This is an optimization exercise on Yosys and OpenROAD, whose aim is a short achievable clock period and few clock cycles, not a production implementation. Function was checked by simulation only, so behaviour that the tests miss may differ from the original. Power figures rest on the tool's default switching activity, not on a simulated workload.

rev 12:
==> flow/design.v <==
package corePkg;
    localparam logic [5:0] opSpecial = 6'h00;
    localparam logic [5:0] opJ       = 6'h02;
    localparam logic [5:0] opBeq     = 6'h04;
    localparam logic [5:0] opOri     = 6'h0d;
    localparam logic [5:0] opLui     = 6'h0f;
    localparam logic [5:0] opLw      = 6'h23;
    localparam logic [5:0] opSw      = 6'h2b;
    localparam logic [5:0] fnAddu = 6'h21;
    localparam logic [5:0] fnSubu = 6'h23;
    localparam logic [1:0] fwdNone = 2'd0;
    localparam logic [1:0] fwdMem  = 2'd1;
    localparam logic [1:0] fwdWb   = 2'd2;
    localparam int dmemWords    = 64;
    localparam int dmemAddrBits = $clog2(dmemWords);
    typedef struct packed {
        logic [5:0] opcode;
        logic [4:0] rs;
        logic [4:0] rt;
        logic [4:0] rd;
        logic [4:0] shamt;
        logic [5:0] funct;
    } rFormatT;
    typedef struct packed {
        logic [5:0]  opcode;
        logic [4:0]  rs;
        logic [4:0]  rt;
        logic [15:0] imm16;
    } iFormatT;
    typedef union packed {
        rFormatT r;
        iFormatT i;
    } instrT;
    function automatic logic [31:0] fwdMux(
        input logic [1:0]  sel,
        input logic [31:0] regVal,
        input logic [31:0] memVal,
        input logic [31:0] wbVal
    );
        case (sel)
            fwdMem:  fwdMux = memVal;
            fwdWb:   fwdMux = wbVal;
            default: fwdMux = regVal;
        endcase
    endfunction
endpackage
module pipelineCore (
    input  logic        clk,
    input  logic        rst,
    input  logic [31:0] imemData,
    output logic [31:0] imemAddr,
    output logic        wbWe,
    output logic [4:0]  wbReg,
    output logic [31:0] wbData,
    output logic [31:0] wbPc
);
    logic [31:0] fpc;
    logic        ovrV;           
    logic [31:0] ovrT;
    logic        killD;          
    logic        stall;          
    logic [31:0] irD;
    logic [31:0] pcD;
    logic [16:0] tgtLoD;         
    logic        negD;           
    logic [13:0] upD;            
    logic [13:0] upPD;
    logic [13:0] upMD;
    logic [3:0]  pc4HiD;
    logic        jD;
    logic        subuD;
    logic        oriD;
    logic        lwD;
    logic        swD;
    logic        beqChkD;        
    logic        predTkD;        
    logic        zChkD;          
    logic        useRsD;
    logic        useRtD;         
    logic        useImmD;
    logic [4:0]  destD;
    logic        weD;
    logic [31:0] rsOHD;          
    logic [31:0] rtOHD;
    logic [31:0] immD32;
    logic [4:0]  destE;
    logic        weE;
    logic        subE;
    logic        oriE;
    logic        lwE;
    logic        swE;
    logic        beqE;           
    logic        deferE;         
    logic [31:0] aE;
    logic [31:0] bE;             
    logic [31:0] sE;             
    logic        sFromWE;        
    logic [31:0] pcE;
    logic [31:0] brTgtE;
    logic [4:0]  destM;
    logic        weM;
    logic        lwM;
    logic [31:0] aluM;
    logic [31:0] storeM;
    logic        sFromWM;
    logic [31:0] candM [8];      
    logic [7:0]  grpM;           
    logic        fwdStM;         
    logic [5:0]  idxM;           
    logic        swM;
    logic [63:0] stOHM;          
    logic [31:0] prevStData;     
    logic [31:0] pcM;
    logic [31:0] weOHW;
    logic [31:0] wData;          
    logic [31:0] rf   [32];
    logic [31:0] dmem [64];
    logic [5:0]  opF;
    logic [4:0]  rsF;
    logic [4:0]  rtF;
    logic [5:0]  fnF;
    logic        adduF;
    logic        subuF;
    logic        oriF;
    logic        luiF;
    logic        lwF;
    logic        swF;
    logic        beqF;
    logic        jF;
    logic        useRsF;
    logic        useRtF;
    logic [4:0]  destF;
    logic [31:0] immF32;
    logic [31:0] fpc4;
    assign opF = imemData[31:26];
    assign rsF = imemData[25:21];
    assign rtF = imemData[20:16];
    assign fnF = imemData[5:0];
    assign adduF = opF == 6'h00 && fnF == 6'h21;
    assign subuF = opF == 6'h00 && fnF == 6'h23;
    assign oriF  = opF == 6'h0d;
    assign luiF  = opF == 6'h0f;
    assign lwF   = opF == 6'h23;
    assign swF   = opF == 6'h2b;
    assign beqF  = opF == 6'h04;
    assign jF    = opF == 6'h02;
    assign useRsF = adduF || subuF || oriF || lwF || swF || (beqF && rsF != rtF);
    assign useRtF = adduF || subuF || (beqF && rsF != rtF);
    always_comb begin
        if (adduF || subuF) destF = imemData[15:11];
        else if (oriF || luiF || lwF) destF = rtF;
        else destF = 5'd0;
    end
    always_comb begin
        if (oriF) immF32 = {16'h0000, imemData[15:0]};
        else if (luiF) immF32 = {imemData[15:0], 16'h0000};
        else immF32 = {{16{imemData[15]}}, imemData[15:0]};
    end
    logic [16:0] tgtLoF;
    assign fpc4   = {fpc[31:2] + 30'd1, 2'b00};
    logic        lowOnes;
    logic [13:0] upF;
    logic [13:0] upP1F;
    logic [13:0] upP2F;
    logic [13:0] upM1F;
    assign lowOnes = &fpc[17:2];
    assign upF     = fpc[31:18];
    assign upP1F   = fpc[31:18] + 14'd1;
    assign upP2F   = fpc[31:18] + 14'd2;
    assign upM1F   = fpc[31:18] - 14'd1;
    assign tgtLoF = {1'b0, fpc4[17:2]} + {1'b0, imemData[15:0]};
    logic [4:0]  rsD;
    logic [4:0]  rtD;
    logic [31:0] resE;
    logic [31:0] mRes;
    logic        hitEA;
    logic        hitEB;
    logic        hitMA;
    logic        hitMB;
    logic        hitWA;
    logic        hitWB;
    logic [31:0] rfA;
    logic [31:0] rfB;
    logic [31:0] rsVal;
    logic [31:0] rtVal;
    assign rsD = irD[25:21];
    assign rtD = irD[20:16];
    logic        selUpP;
    logic        selUpM;
    logic        selUp;
    logic [13:0] tgtHi;
    logic [31:0] tgtD;           
    assign selUpP = !negD && tgtLoD[16];
    assign selUpM = negD && !tgtLoD[16];
    assign selUp  = negD == tgtLoD[16];
    assign tgtHi  = (upPD & {14{selUpP}}) | (upMD & {14{selUpM}}) | (upD & {14{selUp}});
    assign tgtD   = jD ? {pc4HiD, irD[25:0], 2'b00} : {tgtHi, tgtLoD[15:0], 2'b00};
    assign hitEA = weE && destE == rsD;
    assign hitEB = weE && destE == rtD;
    assign hitMA = weM && destM == rsD;
    assign hitMB = weM && destM == rtD;
    assign hitWA = wbWe && wbReg == rsD;
    assign hitWB = wbWe && wbReg == rtD;
    always_comb begin
        rfA = 32'd0;
        rfB = 32'd0;
        for (int i = 1; i < 32; i++) begin
            rfA = rfA | (rf[i] & {32{rsOHD[i]}});
            rfB = rfB | (rf[i] & {32{rtOHD[i]}});
        end
    end
    logic [31:0] loadData;
    logic        selEA;
    logic        selMA;
    logic        selWA;
    logic        selRA;
    logic        selEB;
    logic        selMB;
    logic        selWB;
    logic        selRB;
    logic [31:0] bVal;
    assign selEA = useRsD && hitEA;
    assign selMA = useRsD && !hitEA && hitMA;
    assign selWA = useRsD && !hitEA && !hitMA && hitWA;
    assign selRA = !hitEA && !hitMA && !hitWA;
    assign selEB = hitEB;
    assign selMB = !hitEB && hitMB;
    assign selWB = !hitEB && !hitMB && hitWB;
    assign selRB = !hitEB && !hitMB && !hitWB;
    assign rsVal = (resE & {32{selEA}}) | (mRes & {32{selMA}}) |
                   (wData & {32{selWA}}) | (rfA & {32{selRA}});
    assign rtVal = (resE & {32{selEB}}) | (mRes & {32{selMB}}) |
                   (wData & {32{selWB}}) | (rfB & {32{selRB}});
    assign bVal  = useImmD ? immD32 : (subuD ? ~rtVal : rtVal);
    logic [31:0] sVal;
    assign sVal  = (mRes & {32{selMB}}) | (wData & {32{selWB}}) | (rfB & {32{selRB}});
    logic        mispE;
    logic [7:0]  addrE;
    logic [32:0] sum33;
    assign sum33 = {aE, 1'b1} + {bE, subE};
    assign resE  = oriE ? (aE | bE) : sum33[32:1];
    logic eqE;
    logic dynD;
    assign eqE   = aE == bE;
    assign dynD  = zChkD && subE && weE && (destE == rsD || destE == rtD);
    assign mispE = beqE && eqE;
    logic subZeroE;
    assign subZeroE = &(aE ^ bE);
    assign addrE = aE[7:0] + bE[7:0];
    logic [31:0] fpcN;
    logic        killF;
    logic        predTk;
    assign imemAddr = fpc;
    assign killF    = mispE && !deferE && !stall;
    assign predTk   = (predTkD || (dynD && subZeroE)) && !killD;
    always_comb begin
        if (mispE) fpcN = brTgtE;
        else if (stall) fpcN = fpc;
        else if (ovrV) fpcN = ovrT;
        else if (predTk) fpcN = tgtD;
        else fpcN = fpc4;
    end
    always_ff @(posedge clk) begin
        if (rst) begin
            fpc    <= 32'd0;
            ovrV   <= 1'b0;
            deferE <= 1'b0;
            killD  <= 1'b1;
            stall  <= 1'b0;
        end else begin
            fpc    <= fpcN;
            ovrV   <= killF && predTk;
            deferE <= killF;
            killD  <= killF;
            stall  <= !killF && !stall && !killD && lwD && weD &&
                      ((useRsF && rsF == destD) || (useRtF && rtF == destD));
        end
    end
    always_ff @(posedge clk) begin
        ovrT <= tgtD;
        if (!stall) begin
            irD     <= imemData;
            pcD     <= fpc;
            tgtLoD  <= tgtLoF;
            negD    <= imemData[15];
            upD     <= lowOnes ? upP1F : upF;
            upPD    <= lowOnes ? upP2F : upP1F;
            upMD    <= lowOnes ? upF : upM1F;
            pc4HiD  <= fpc4[31:28];
            jD      <= jF;
            immD32  <= immF32;
            subuD   <= subuF;
            oriD    <= oriF;
            lwD     <= lwF;
            swD     <= swF;
            beqChkD <= beqF && rsF != rtF;
            predTkD <= jF || (beqF && rsF == rtF);
            zChkD   <= beqF && rsF != rtF && (rsF == 5'd0 || rtF == 5'd0);
            useRsD  <= useRsF;
            useRtD  <= useRtF;
            useImmD <= oriF || luiF || lwF || swF;
            destD   <= destF;
            weD     <= destF != 5'd0;
            rsOHD   <= useRsF ? (32'd1 << rsF) & ~32'd1 : 32'd0;
            rtOHD   <= (useRtF || swF) ? (32'd1 << rtF) & ~32'd1 : 32'd0;
        end
    end
    always_ff @(posedge clk) begin
        if (rst || stall || killD) begin
            destE   <= 5'd0;
            weE     <= 1'b0;
            subE    <= 1'b0;
            oriE    <= 1'b0;
            lwE     <= 1'b0;
            swE     <= 1'b0;
            beqE    <= 1'b0;
            sFromWE <= 1'b0;
        end else begin
            destE   <= destD;
            weE     <= weD;
            subE    <= subuD;
            oriE    <= oriD;
            lwE     <= lwD;
            swE     <= swD;
            beqE    <= beqChkD && !dynD;
            sFromWE <= swD && hitEB;
        end
    end
    always_ff @(posedge clk) begin
        aE     <= rsVal;
        bE     <= bVal;
        sE     <= sVal;
        pcE    <= pcD;
        brTgtE <= tgtD;
    end
    always_ff @(posedge clk) begin
        if (rst) begin
            destM   <= 5'd0;
            weM     <= 1'b0;
            lwM     <= 1'b0;
            swM     <= 1'b0;
        end else begin
            destM   <= destE;
            weM     <= weE;
            lwM     <= lwE;
            swM     <= swE;
        end
    end
    logic [7:0]  wordE;
    logic [31:0] candE [8];
    assign wordE = 8'd1 << addrE[4:2];
    logic ldHitSt;
    assign ldHitSt = swM && idxM == addrE[7:2];
    always_comb begin
        for (int g = 0; g < 8; g++) begin
            candE[g] = 32'd0;
            for (int j = 0; j < 8; j++) begin
                candE[g] = candE[g] | (dmem[8 * g + j] & {32{wordE[j]}});
            end
        end
    end
    always_ff @(posedge clk) begin
        aluM    <= resE;
        storeM  <= sE;
        sFromWM <= sFromWE;
        for (int g = 0; g < 8; g++) candM[g] <= candE[g];
        grpM    <= (lwE && !ldHitSt) ? 8'd1 << addrE[7:5] : 8'd0;
        fwdStM  <= lwE && ldHitSt;
        idxM    <= addrE[7:2];
        stOHM   <= swE ? 64'd1 << addrE[7:2] : 64'd0;
        pcM     <= pcE;
    end
    logic [31:0] storeData;
    always_comb begin
        loadData = prevStData & {32{fwdStM}};
        for (int g = 0; g < 8; g++) begin
            loadData = loadData | (candM[g] & {32{grpM[g]}});
        end
    end
    assign mRes      = loadData | (aluM & {32{!lwM}});
    assign storeData = sFromWM ? wData : storeM;
    always_ff @(posedge clk) begin
        for (int i = 0; i < 64; i++) begin
            if (stOHM[i]) dmem[i] <= storeData;
        end
    end
    always_ff @(posedge clk) begin
        prevStData <= storeData;
    end
    always_ff @(posedge clk) begin
        if (rst) begin
            wbWe  <= 1'b0;
            wbReg <= 5'd0;
            weOHW <= 32'd0;
        end else begin
            wbWe  <= weM;
            wbReg <= destM;
            weOHW <= (32'd1 << destM) & ~32'd1;
        end
    end
    always_ff @(posedge clk) begin
        wbData <= mRes;
        if (weM) wData <= mRes;
        wbPc   <= pcM;
    end
    always_ff @(posedge clk) begin
        for (int i = 1; i < 32; i++) begin
            if (weOHW[i]) rf[i] <= wData;
        end
    end
endmodule
Settings: LEC_CHECK=0, CAP_MARGIN=20, CORE_MARGIN=2, CORE_UTILIZATION=35, PLACE_DENSITY=0.55, SETUP_SLACK_MARGIN=4.5, SLEW_MARGIN=20; clock period 7.0 ns.
run.sh (not shown) runs the stock make flow with config.mk's settings and CLKGATE_MAP_FILE= SYNTH_SCRIPT=/design/flow/synth_recipe.tcl, a recipe that flattens the netlist after the stock synthesis.
Testbench counts of rev 12, summed over its fixed seeds: cycles 41,939.
diff inputs: rev 12 => rev 13
--- a/flow/design.v
+++ b/flow/design.v
@@ -179,13 +179,12 @@
     logic        hitMB;
     logic        hitWA;
     logic        hitWB;
     logic [31:0] rfA;
     logic [31:0] rfB;
     logic [31:0] rsVal;
-    logic [31:0] rtVal;
     assign rsD = irD[25:21];
     assign rtD = irD[20:16];
     logic        selUpP;
     logic        selUpM;
     logic        selUp;
     logic [13:0] tgtHi;
@@ -224,24 +223,35 @@
     assign selWA = useRsD && !hitEA && !hitMA && hitWA;
     assign selRA = !hitEA && !hitMA && !hitWA;
     assign selEB = hitEB;
     assign selMB = !hitEB && hitMB;
     assign selWB = !hitEB && !hitMB && hitWB;
     assign selRB = !hitEB && !hitMB && !hitWB;
-    assign rsVal = (resE & {32{selEA}}) | (mRes & {32{selMA}}) |
-                   (wData & {32{selWA}}) | (rfA & {32{selRA}});
-    assign rtVal = (resE & {32{selEB}}) | (mRes & {32{selMB}}) |
-                   (wData & {32{selWB}}) | (rfB & {32{selRB}});
-    assign bVal  = useImmD ? immD32 : (subuD ? ~rtVal : rtVal);
+    logic        negB;
+    logic        posB;
+    logic [31:0] sumE;
+    logic [31:0] orE;
+    assign negB = !useImmD && subuD;
+    assign posB = !useImmD && !subuD;
+    assign rsVal = (sumE & {32{selEA && !oriE}}) | (orE & {32{selEA && oriE}}) |
+                   (mRes & {32{selMA}}) | (wData & {32{selWA}}) | (rfA & {32{selRA}});
+    assign bVal  = (immD32 & {32{useImmD}}) |
+                   (sumE  & {32{selEB && !oriE && posB}}) | (~sumE  & {32{selEB && !oriE && negB}}) |
+                   (orE   & {32{selEB && oriE && posB}})  | (~orE   & {32{selEB && oriE && negB}}) |
+                   (mRes  & {32{selMB && posB}}) | (~mRes  & {32{selMB && negB}}) |
+                   (wData & {32{selWB && posB}}) | (~wData & {32{selWB && negB}}) |
+                   (rfB   & {32{selRB && posB}}) | (~rfB   & {32{selRB && negB}});
     logic [31:0] sVal;
     assign sVal  = (mRes & {32{selMB}}) | (wData & {32{selWB}}) | (rfB & {32{selRB}});
     logic        mispE;
     logic [7:0]  addrE;
     logic [32:0] sum33;
     assign sum33 = {aE, 1'b1} + {bE, subE};
-    assign resE  = oriE ? (aE | bE) : sum33[32:1];
+    assign sumE  = sum33[32:1];
+    assign orE   = aE | bE;
+    assign resE  = oriE ? orE : sumE;
     logic eqE;
     logic dynD;
     assign eqE   = aE == bE;
     assign dynD  = zChkD && subE && weE && (destE == rsD || destE == rtD);
     assign mispE = beqE && eqE;
     logic subZeroE;
@@ -249,20 +259,24 @@
     assign addrE = aE[7:0] + bE[7:0];
     logic [31:0] fpcN;
     logic        killF;
     logic        predTk;
     assign imemAddr = fpc;
     assign killF    = mispE && !deferE && !stall;
-    assign predTk   = (predTkD || (dynD && subZeroE)) && !killD;
+    logic        dynTk;
+    logic [31:0] fpcEarly;
+    assign dynTk  = dynD && subZeroE && !killD;
+    assign predTk = (predTkD && !killD) || dynTk;
     always_comb begin
-        if (mispE) fpcN = brTgtE;
-        else if (stall) fpcN = fpc;
-        else if (ovrV) fpcN = ovrT;
-        else if (predTk) fpcN = tgtD;
-        else fpcN = fpc4;
+        if (stall) fpcEarly = fpc;
+        else if (ovrV) fpcEarly = ovrT;
+        else if (predTkD && !killD) fpcEarly = tgtD;
+        else fpcEarly = fpc4;
     end
+    assign fpcN = (brTgtE & {32{mispE}}) | (tgtD & {32{dynTk}}) |
+                  (fpcEarly & {32{!mispE && !dynTk}});
     always_ff @(posedge clk) begin
         if (rst) begin
             fpc    <= 32'd0;
             ovrV   <= 1'b0;
             deferE <= 1'b0;
             killD  <= 1'b1;
Findings:
Sort rev 13 and rev 12 by overall power after layout desc -> top: rev 13
[compare] base=rev 12 new=rev 13: sequential share of layout area saw a decrease; number of instances in the synthesized netlist +190; growth of design area from synthesis to finish rose by 1.5 points.
For rev 13, the worst setup path endpoint was aE[29], unlike rev 12, where it was fpc[10].
Rev 13 ended up with a higher global-route wire length before repair than rev 12 did.
[compare] base=rev 12 new=rev 13: met3 demand-to-capacity share in global routing decreased by 0.86 points relative to the old numbers; pin count of the biggest net entering global routing rose by about 90%; global-route met1 utilization +0.55 points.
Testbench counts of rev 13, summed over its fixed seeds: cycles 41,939.

-- static timing again, ports no longer ideal --
In the flow no input, the clock included, has a driving cell. The finished layouts below were timed again as built, in two steps. Step 1: set_driving_cell puts a clkbuf_16 on clk and a buf_2 on each other input, an assumption about the parent block. Step 2, shift: input delay + t, output delay - t, t = (earliest + latest rising clock arrival at the registers) / 2. This alone moves slack from input paths to output paths. a / b / c = ideal ports / drivers / drivers and shift; a / b = the first two.
| run | shift t [ns] | setup WS [ns] | hold WS [ns] | worst setup path after step 2 | slew at the worst register clock pin (ns) |
|---|---|---|---|---|---|
| rev 12 | 1.130 | 3.894 / 3.883 / 3.053 | 0.275 / 0.275 / 0.275 | input to register | 0.07 / 0.07 |
| rev 13 | 1.093 | 3.859 / 3.859 / 3.123 | 0.323 / 0.323 / 0.323 | input to register | 0.07 / 0.07 |
After both steps setup and hold are still met in every run listed. The setup slack of rev 12, which loses most, moves by -0.011 ns with the drivers and by -0.841 ns with both steps.
